This design comes from an exercise in tuning for a short achievable clock period and few clock cycles on the open sky130 flow, not from production work. Only simulation tests tie the RTL to the original design; equivalence was not proved. Power is estimated from default activity; no workload was simulated.

==> design/flow/design.v <==
package qcore_pkg;
   typedef enum logic [2:0] {
      NOP    = 3'd0,
      REG_WR = 3'd1,
      MEM_WR = 3'd2,
      BRANCH = 3'd3
   } header_e;
   typedef enum logic [2:0] {
      ALWAYS = 3'd0,
      EQ     = 3'd1,  
      LT     = 3'd2,  
      NZ     = 3'd3,
      NS     = 3'd4,
      FLAG   = 3'd5,  
      NFLAG  = 3'd6,
      NEVER  = 3'd7
   } cond_e;
   typedef enum logic [3:0] {
      ADD    = 4'd0,
      SUB    = 4'd1,
      AND    = 4'd2,
      OR     = 4'd3,
      XOR    = 4'd4,
      SHL    = 4'd5,
      SHR    = 4'd6,
      PASS_B = 4'd7
   } alu_op_e;
   typedef enum logic [1:0] {
      ALU_RR = 2'd0,  
      ALU_RI = 2'd1,  
      IMM    = 2'd2,
      LOAD   = 2'd3   
   } reg_src_e;
   typedef struct packed {
      logic [6:0]               rsvd;
      header_e                  header;
      cond_e                    cond;
      alu_op_e                  alu_op;
      logic                     flag_we;
      reg_src_e                 src;
      logic [4-1:0] rd;
      logic [4-1:0] rs0;
      logic [4-1:0] rs1;
      logic [32-1:0]  imm;
   } instr_t;
   typedef struct packed {
      logic                     reg_we;
      logic                     dmem_we;
      logic                     dmem_re;
      logic                     flag_we;
      alu_op_e                  alu_op;
      reg_src_e                 src;
      logic [4-1:0] rd;
   } ctrl_t;
endpackage
module qcore_top (
   input  logic                      clk_i,
   input  logic                      rst_ni,
   input  logic                      en_i,
   input  logic                      flag_i,
   input  logic [64-1:0] pmem_dt_i,
   input  logic [32-1:0]  dmem_r_dt_i,
   output logic [8-1:0] pmem_addr_o,
   output logic                      pmem_en_o,
   output logic                      dmem_we_o,
   output logic [8-1:0] dmem_addr_o,
   output logic [32-1:0]  dmem_w_dt_o
);
   logic [7:0]  fa_q;           
   logic        dv_q;           
   logic        fl_q;           
   logic        z_q, s_q;
   logic [31:0] rf_q [16];
   logic        x_v, x_rw, x_mw, x_br, x_fwe, x_pt, hz_q;
   logic [2:0]  x_cond;
   logic [3:0]  x_op, x_rd, x_rs0, x_rs1;
   logic [1:0]  x_src;
   logic [31:0] x_imm, x_a, x_b;
   logic        x_fa, x_fb;     
   logic [7:0]  x_pc1;
   logic        w_we, w_ld;
   logic [3:0]  w_rd;
   logic [31:0] w_val;
   logic [7:0]  w_ad;
   logic [31:0] w_dt;
   assign w_dt = w_ld ? dmem_r_dt_i : w_val;
   logic        cond_ok, x_exec, x_wr, x_st, x_redir, x_wfl;
   logic [7:0]  ctrue, x_raddr, x_dad;
   logic [31:0] a, bf, b, res;
   assign ctrue   = {1'b0, ~fl_q, fl_q, ~s_q, ~z_q, s_q, z_q, 1'b1};
   assign cond_ok = ctrue[x_cond];
   assign x_exec  = x_v & ~hz_q;
   assign x_wr    = x_exec & x_rw & cond_ok;
   assign x_st    = x_exec & x_mw & cond_ok;
   assign x_wfl   = x_wr & x_fwe & ~x_src[1];
   assign x_redir = x_exec & x_br & (cond_ok != x_pt);
   assign x_raddr = cond_ok ? x_imm[7:0] : x_pc1;
   assign a  = x_fa ? w_val : x_a;
   assign bf = x_fb ? w_val : x_b;
   assign b  = (x_src == 2'd1) ? x_imm : bf;
   always_comb begin
      case (x_op)
         4'd0:    res = a + b;
         4'd1:    res = a - b;
         4'd2:    res = a & b;
         4'd3:    res = a | b;
         4'd4:    res = a ^ b;
         4'd5:    res = a << b[4:0];
         4'd6:    res = a >> b[4:0];
         4'd7:    res = b;
         default: res = '0;
      endcase
   end
   assign x_dad       = a[7:0] + x_imm[7:0];
   assign dmem_addr_o = en_i ? x_dad : w_ad;   
   assign dmem_we_o   = en_i & x_st;
   assign dmem_w_dt_o = bf;
   logic        adv, d_live, d_rw, d_mw, d_br, d_use0, d_use1, pt, hz_d;
   logic [2:0]  d_hdr, d_cond;
   logic [1:0]  d_src;
   logic [3:0]  d_rs0, d_rs1;
   logic [31:0] ra, rb;
   logic [7:0]  ptrue, nfa;
   assign adv    = en_i & ~hz_q;
   assign d_live = dv_q & ~x_redir;
   assign d_hdr  = pmem_dt_i[56:54];
   assign d_cond = pmem_dt_i[53:51];
   assign d_src  = pmem_dt_i[45:44];
   assign d_rs0  = pmem_dt_i[39:36];
   assign d_rs1  = pmem_dt_i[35:32];
   assign d_rw   = (d_hdr == 3'd1);
   assign d_mw   = (d_hdr == 3'd2);
   assign d_br   = (d_hdr == 3'd3);
   assign d_use0 = (d_rw & (d_src != 2'd2)) | d_mw;
   assign d_use1 = (d_rw & (d_src == 2'd0)) | d_mw;
   assign ptrue = x_wfl ? {1'b0, ~fl_q, fl_q, 1'b1, 1'b1, 1'b0, 1'b0, 1'b1} : ctrue;
   assign pt    = d_br & ptrue[d_cond];
   assign nfa = x_redir          ? x_raddr :
                (d_live & pt)    ? pmem_dt_i[7:0] : fa_q + 8'd1;
   assign pmem_addr_o = nfa;
   assign pmem_en_o   = adv;
   assign ra = (w_we && (w_rd == d_rs0)) ? w_dt : rf_q[d_rs0];
   assign rb = (w_we && (w_rd == d_rs1)) ? w_dt : rf_q[d_rs1];
   assign hz_d = d_live & x_wr & (x_src == 2'd3) &
                 ((d_use0 & (x_rd == d_rs0)) | (d_use1 & (x_rd == d_rs1)));
   always_ff @(posedge clk_i) begin
      fl_q <= flag_i;
      if (!rst_ni) begin
         fa_q <= 8'hff;
         dv_q <= 1'b0;
         x_v  <= 1'b0;
         hz_q <= 1'b0;
         w_we <= 1'b0;
         z_q  <= 1'b0;
         s_q  <= 1'b0;
      end else if (en_i) begin
         if (adv) begin
            fa_q <= nfa;
            dv_q <= 1'b1;
            x_v  <= d_live;
            hz_q <= hz_d;
         end else begin
            hz_q <= 1'b0;
         end
         w_we <= x_wr;
         if (x_wfl) begin
            z_q <= (res == 32'd0);
            s_q <= res[31];
         end
      end
   end
   always_ff @(posedge clk_i) begin
      if (en_i) begin
         if (adv) begin
            x_rw   <= d_rw;
            x_mw   <= d_mw;
            x_br   <= d_br;
            x_cond <= d_cond;
            x_op   <= pmem_dt_i[50:47];
            x_fwe  <= pmem_dt_i[46];
            x_src  <= d_src;
            x_rd   <= pmem_dt_i[43:40];
            x_rs0  <= d_rs0;
            x_rs1  <= d_rs1;
            x_imm  <= pmem_dt_i[31:0];
            x_a    <= ra;
            x_b    <= rb;
            x_fa   <= x_wr & (x_src != 2'd3) & (x_rd == d_rs0);
            x_fb   <= x_wr & (x_src != 2'd3) & (x_rd == d_rs1);
            x_pc1  <= fa_q + 8'd1;
            x_pt   <= pt;
         end else begin
            if (w_we && (w_rd == x_rs0)) x_a <= w_dt;
            if (w_we && (w_rd == x_rs1)) x_b <= w_dt;
            x_fa <= 1'b0;
            x_fb <= 1'b0;
         end
         w_ld  <= x_src == 2'd3;
         w_rd  <= x_rd;
         w_val <= (x_src == 2'd2) ? x_imm : res;
         w_ad  <= x_dad;
      end
   end
   always_ff @(posedge clk_i) begin
      for (int i = 0; i < 16; i++) begin
         if (!rst_ni)                                   rf_q[i] <= '0;
         else if (en_i && w_we && (w_rd == 4'(i)))      rf_q[i] <= w_dt;
      end
   end
endmodule
==> design/flow/run.sh <==
#!/bin/bash
# synth_recipe.tcl (not shown) runs the flow's synth.tcl, then flattens the netlist and writes it again
# the make line also repeats each setting of config.mk as NAME=value (left out here)
make -C /OpenROAD-flow-scripts/flow DESIGN_CONFIG=/design/flow/config.mk WORK_HOME=/design/flow/orfs CLKGATE_MAP_FILE= SYNTH_SCRIPT=/design/flow/synth_recipe.tcl finish
==> design/flow/config.mk <==
export PLATFORM = sky130hd
export DESIGN_NAME = qcore_top
export DESIGN_NICKNAME = qcore_top
export VERILOG_FILES = /design/flow/design.v
export SDC_FILE = /design/flow/constraint.sdc
export NUM_CORES = 4
export LEC_CHECK = 0
export CAP_MARGIN = 20
export CORE_MARGIN = 2
export CORE_UTILIZATION = 40
export SLEW_MARGIN = 20
==> design/flow/constraint.sdc <==
create_clock -name core_clock -period 6.5 [get_ports {clk_i}]
set_input_delay 1.3000 -clock core_clock [delete_from_list [all_inputs] [get_ports {clk_i}]]
set_output_delay 1.3000 -clock core_clock [all_outputs]
set_load 0.01 [all_outputs]
==> run summary <==
[flip-flops by register name, summed over array words and instances, names as in the netlist, 2 cells and up]
| signal | count |
|---|---|
| w_val | 32 |
| rf_q | 512 |
| x_src | 2 |
| x_a | 32 |
| x_imm | 32 |
| x_cond | 3 |
| x_op | 4 |
| fa_q | 8 |
| x_b | 32 |
| x_pc1 | 8 |
| w_ad | 8 |
| w_rd | 4 |
| x_rd | 4 |
| x_rs0 | 4 |
| x_rs1 | 4 |
[area by class of cell]
type | count | area share
multi-input cells | 3433 | 0.498
flip-flops and latches | 704 | 0.330
repair buffers | 396 | 0.0729
clock buffers | 110 | 0.0472
well taps | 1368 | 0.0358
inverters | 99 | 0.00811
clock inverters | 32 | 0.00780
diodes | 3 | 0.000157
[logic make-up (layout without fill, tap and decap cells)]
family,count (synthesis),after routing
xor+xnor,89,89
simple gates,1258,1258
other cells,0,3
mux,244,244
compound gates,1735,1735
fa+ha+maj,107,107
buf+inv,542,637
flops,704,704
[layer usage]
| layer | track usage | up-vias |
|---|---|---|
| met5 | 0 | - |
| met4 | 0.232 | 4 |
| met3 | 0.0871 | 813 |
| met2 | 0.566 | 2804 |
| met1 | 0.474 | 19900 |
| li1 | - | 18100 |
[worst max path at each step]
stage          depth (start not counted)  slack, ps              to       from
6_report                              22        240             z_q   x_src[0]
5_1_grt                               11          8  pmem_addr_o[4]  x_cond[2]
4_1_cts                               23        150             z_q   x_src[0]
3_5_place_dp                          23        210             z_q   x_src[0]
3_3_place_gp                          22        170             z_q   x_src[0]
2_1_floorplan                         27       1080             z_q   x_imm[1]
[power by group]
part           internal (mW)  switching, mW  total, mW
registers               4.63         0.0924       4.72
logic                   1.03           2.21       3.24
clock network           2.65           1.99       4.63
[Yosys cell counts (all sizes together) (9+ instances only)]
| library cell | n | area, µm² |
|---|---|---|
| nor2 | 712 | 2670 |
| a211oi | 587 | 4540 |
| dfxtp | 535 | 10700 |
| a22oi | 365 | 2740 |
| clkbuf | 354 | 1330 |
| a21oi | 215 | 1080 |
| mux2i | 182 | 2070 |
| edfxtp | 169 | 5070 |
| nand2 | 153 | 577 |
| o21ai | 111 | 574 |
| ha | 105 | 1310 |
| nand4 | 101 | 638 |
| inv | 99 | 379 |
| nand3 | 93 | 465 |
| buf | 89 | 533 |
| o22ai | 78 | 488 |
| a221oi | 71 | 628 |
| xnor2 | 65 | 569 |
| nor3 | 54 | 270 |
| mux2 | 53 | 601 |
| o211ai | 50 | 389 |
| a22o | 49 | 429 |
| a31oi | 28 | 175 |
| o221ai | 27 | 236 |
| nor4 | 25 | 171 |
| nand2b | 24 | 158 |
| xor2 | 24 | 210 |
| a21o | 19 | 143 |
| and3 | 16 | 100 |
| or2 | 12 | 75.1 |
| a211o | 11 | 96.3 |
| a222oi | 11 | 110 |
| o2111ai | 11 | 115 |
| or3 | 11 | 68.8 |
| nor2b | 10 | 62.6 |
| nor3b | 10 | 80.1 |
| o31ai | 10 | 80.1 |
| a221o | 9 | 90.1 |
| and2 | 9 | 56.3 |
| mux4 | 9 | 203 |
[critical path: stages, from the launching register on]
cell                       delay [ps]
sky130_fd_sc_hd__edfxtp_1         580
sky130_fd_sc_hd__nand2b_4         300
sky130_fd_sc_hd__buf_4            240
sky130_fd_sc_hd__mux2i_2          380
sky130_fd_sc_hd__nand4_1          300
sky130_fd_sc_hd__nor4_1           310
sky130_fd_sc_hd__buf_4            200
sky130_fd_sc_hd__nand2_1           90
sky130_fd_sc_hd__nor2_1           140
sky130_fd_sc_hd__a21oi_1          100
sky130_fd_sc_hd__xnor2_1          160
sky130_fd_sc_hd__ha_1             450
sky130_fd_sc_hd__nand2_1          260
sky130_fd_sc_hd__nor3_1           300
sky130_fd_sc_hd__nand4_1          300
sky130_fd_sc_hd__nand3_1          310
sky130_fd_sc_hd__nor2_1            70
sky130_fd_sc_hd__o21ai_0          160
sky130_fd_sc_hd__nand3_1          310
sky130_fd_sc_hd__or4_1            620
sky130_fd_sc_hd__nor4_1           280
sky130_fd_sc_hd__and3_1           200
sky130_fd_sc_hd__a31o_1           120
[through the flow]
| step | area [µm²] | cells | worst slack [ps] |
|---|---|---|---|
| 5_1_grt | 47800 | 6142 | 7.61 |
| 2_1_floorplan | 41300 | 4679 | 1080 |
| 4_1_cts | 47700 | 6132 | 151 |
| 3_5_place_dp | 45100 | 5990 | 208 |
| 6_report | 47800 | 6145 | 245 |
| 3_3_place_gp | 45000 | 5990 | 169 |
[cell usage in the layout (no fill, tap or decap), types with 24 or more instances in the layout]
master,n
sky130_fd_sc_hd__a211oi_1,563
sky130_fd_sc_hd__a21oi_1,214
sky130_fd_sc_hd__a221oi_1,69
sky130_fd_sc_hd__a22o_1,49
sky130_fd_sc_hd__a22oi_1,365
sky130_fd_sc_hd__a31oi_1,28
sky130_fd_sc_hd__buf_4,241
sky130_fd_sc_hd__clkbuf_16,82
sky130_fd_sc_hd__clkdlybuf4s50_1,141
sky130_fd_sc_hd__dfxtp_1,535
sky130_fd_sc_hd__edfxtp_1,169
sky130_fd_sc_hd__ha_1,105
sky130_fd_sc_hd__inv_1,77
sky130_fd_sc_hd__mux2_2,52
sky130_fd_sc_hd__mux2i_1,138
sky130_fd_sc_hd__mux2i_2,25
sky130_fd_sc_hd__nand2_1,152
sky130_fd_sc_hd__nand3_1,93
sky130_fd_sc_hd__nand4_1,100
sky130_fd_sc_hd__nor2_1,682
sky130_fd_sc_hd__nor2_4,30
sky130_fd_sc_hd__nor3_1,36
sky130_fd_sc_hd__o211ai_1,49
sky130_fd_sc_hd__o21ai_0,101
sky130_fd_sc_hd__o221ai_1,27
sky130_fd_sc_hd__o22ai_1,78
sky130_fd_sc_hd__xnor2_1,65
sky130_fd_sc_hd__xor2_1,24
[repair_timing]
action / CTS / global route
buffers inserted: 0 / 9
setup endpoints to repair: 0 / 1
gates resized for setup: 0 / 7
==> run_summary.xml <==
<?xml version="1.0" encoding="UTF-8"?>
<metrics>
  <group name="detailed_routing">
    <metric name="antenna_left" unit="">0</metric>
    <metric name="detailed_route_wire_length_on_metal_1" unit="mm">80.6</metric>
    <metric name="num_vias" unit="">41600</metric>
    <metric name="route.top_layer_used" unit="">met5</metric>
    <metric name="met3RoutedLength" unit="mm">21.0</metric>
    <metric name="average_wire_length_per_cell_after_detail_routing" unit="µm">33.4</metric>
    <metric name="dr_wl_met2" unit="mm">88.3</metric>
    <metric name="detail_route.iter0.violations" unit="">5548</metric>
    <metric name="vias_per_cell" unit="">6.77</metric>
    <metric name="post-route-drc-count" unit="">0</metric>
    <metric name="drt_wirelength" unit="mm">205</metric>
    <metric name="detail_route.first_pass.iterations" unit="">10</metric>
  </group>
  <group name="yosys">
    <metric name="netlist-cell-type-count" unit="">104</metric>
    <metric name="ys_seq_elements" unit="">704</metric>
    <metric name="synth_fp_nets" unit="">4886</metric>
    <metric name="synth_top_flop_cell" unit="">sky130_fd_sc_hd__dfxtp_1</metric>
    <metric name="post_synthesis_cells" unit="">4679</metric>
    <metric name="synth-compound-area-share" unit="">0.306</metric>
    <metric name="async_reset_ff_frac" unit="">0</metric>
    <metric name="post_synth_and_or_nand_nor_area_fraction" unit="">0.136</metric>
    <metric name="synth_seq_area_share" unit="">0.382</metric>
    <metric name="synth-edff-count" unit="">169</metric>
    <metric name="synthXorXnorAreaFrac" unit="">0.0189</metric>
    <metric name="post_synth_adder_cell_area" unit="">0.0328</metric>
    <metric name="synth_mux_area_frac" unit="">0.0696</metric>
    <metric name="post_synth.cell_area_avg" unit="µm²">8.83</metric>
    <metric name="synthesis.yosys.warnings" unit="">2</metric>
    <metric name="post_synth_instance_area" unit="µm²">41300</metric>
    <metric name="synth_top_family_by_area" unit="">compound AO/OA/AOI/OAI gates</metric>
  </group>
  <group name="clocking">
    <metric name="cts_max_level" unit="">3</metric>
    <metric name="clk_latency" unit="ps">650</metric>
    <metric name="tritoncts" unit="">built</metric>
    <metric name="cts-buffers-inserted" unit="">81</metric>
    <metric name="clock_tree.root_cell" unit="">sky130_fd_sc_hd__clkbuf_16</metric>
    <metric name="cts_num_sinks" unit="">704</metric>
    <metric name="cts_buffer_depth" unit="">3</metric>
    <metric name="postCtsHoldBufs" unit="">0</metric>
    <metric name="cts.clk_slew.worst_paths" unit="ps">60</metric>
  </group>
  <group name="final_layout">
    <metric name="multi_input_area" unit="µm²">23800</metric>
    <metric name="area_growth_syn_to_layout" unit="%">15.7</metric>
    <metric name="layout.nets" unit="">4922</metric>
    <metric name="ff_latch_area" unit="µm²">15800</metric>
    <metric name="share_of_final_layout_standard_cells_stronger_than_drive_strength_1" unit="">0.130</metric>
    <metric name="layout.core_utilization" unit="">0.468</metric>
    <metric name="number_of_filler_instances_in_the_final_layout" unit="">9980</metric>
  </group>
  <group name="critical_path">
    <metric name="arrival" unit="ps">6860</metric>
    <metric name="cp-start-kind" unit="">flop</metric>
    <metric name="worstReg2RegStart" unit="">x_src[0]</metric>
    <metric name="critical_path_required" unit="ps">7100</metric>
    <metric name="reg2reg_setup_slack" unit="ps">240</metric>
    <metric name="setup.worst_path.end_class" unit="">flop</metric>
    <metric name="path_max_fanout" unit="">15</metric>
    <metric name="timing.setup.critical_path_class" unit="">reg -&gt; reg</metric>
    <metric name="timing.reg2reg.worst_path_depth" unit="">22</metric>
    <metric name="regToRegEndpoint" unit="">z_q</metric>
  </group>
  <group name="min_path">
    <metric name="hold-path-cell-count" unit="">1</metric>
    <metric name="hold_class" unit="">reg -&gt; reg</metric>
    <metric name="hold-path-endpoint" unit="">w_ad[2]</metric>
    <metric name="hold_path_startpoint" unit="">w_ad[2]</metric>
  </group>
  <group name="placement">
    <metric name="place.gp.congestion" unit="">1.05</metric>
    <metric name="port_buffers" unit="">142</metric>
    <metric name="detailedPlacementHpwl" unit="mm">139</metric>
  </group>
  <group name="global_routing">
    <metric name="grt_antenna_before_repair" unit="">5</metric>
    <metric name="globalRoute.totalOverflow" unit="">0</metric>
    <metric name="maximum_number_of_pins_on_one_net_before_global_route_repair" unit="">142</metric>
    <metric name="grt_first_pass_wirelength" unit="mm">290</metric>
    <metric name="first_global_vias" unit="">39400</metric>
    <metric name="groute.usage.overall" unit="">0.372</metric>
  </group>
  <group name="sta">
    <metric name="period_utilization_post_route" unit="">0.962</metric>
    <metric name="total_negative_slack" unit="ps">0</metric>
    <metric name="holdWs" unit="ps">488</metric>
    <metric name="timing.final.max_slew_violations" unit="">0</metric>
    <metric name="max_slew_margin" unit="">0.160</metric>
    <metric name="finalWorstPathRequiredPeriod" unit="ps">6260</metric>
    <metric name="fmaxAchievable" unit="MHz">160</metric>
    <metric name="final-setup-viol-count" unit="">0</metric>
    <metric name="rsz0062_at_grt" unit="">false</metric>
    <metric name="hold_viol_final" unit="">0</metric>
    <metric name="fin_skew" unit="ps">31.9</metric>
    <metric name="timing_worst_slew_pin_value" unit="ps">1240</metric>
  </group>
  <group name="power_and_ir_drop">
    <metric name="vdd.ir_drop.worst" unit="V">0.000190</metric>
    <metric name="total_power_consumption_of_the_routed_design" unit="mW">12.6</metric>
    <metric name="power-per-cell-area" unit="nW/µm²">263</metric>
    <metric name="static_leakage" unit="nW">16.1</metric>
  </group>
  <group name="floorplanning">
    <metric name="die_area" unit="µm²">106000</metric>
    <metric name="die_w" unit="µm">325</metric>
    <metric name="core_area" unit="µm²">102000</metric>
    <metric name="die_y" unit="µm">325</metric>
    <metric name="placement_rows" unit="">117</metric>
    <metric name="initial_utilization" unit="">0.404</metric>
    <metric name="ioPinCount" unit="">150</metric>
  </group>
  <group name="outcome">
    <metric name="status" unit="">timing/DRC/antenna clean</metric>
  </group>
  <group name="run">
    <metric name="cap_viol_max_count" unit="">0</metric>
  </group>
</metrics>
Testbench counts, summed over its fixed seeds: cycles 73,502.

-- port drivers added, routing unchanged --
No port has a modelled driver above. Below, the same layout with a new extraction and two added sets of constraints. Step 1 (the two cells are an assumption about what drives the block):
set clk [get_ports {clk_i}]
set_driving_cell -lib_cell sky130_fd_sc_hd__clkbuf_16 $clk
set_driving_cell -lib_cell sky130_fd_sc_hd__buf_2 [delete_from_list [all_inputs] $clk]
Step 2 moves the port delays by t, midway between the first and last clock arrival at a register: inputs arrive t later, outputs are due t later. That takes back most of the time a late clock gives input paths. a / b / c = ideal ports / drivers / drivers and shift; a / b = the first two.
t, ns: 0.719
slack for setup (ns): 0.245 / 0.202 / 0.245
worst setup path after step 2: register to register
cell pins on the clock port's net: 1
After both steps setup and hold are still met in this run. For this run, drivers alone change the setup slack by -0.043 ns; drivers and shift together by 0.000 ns.
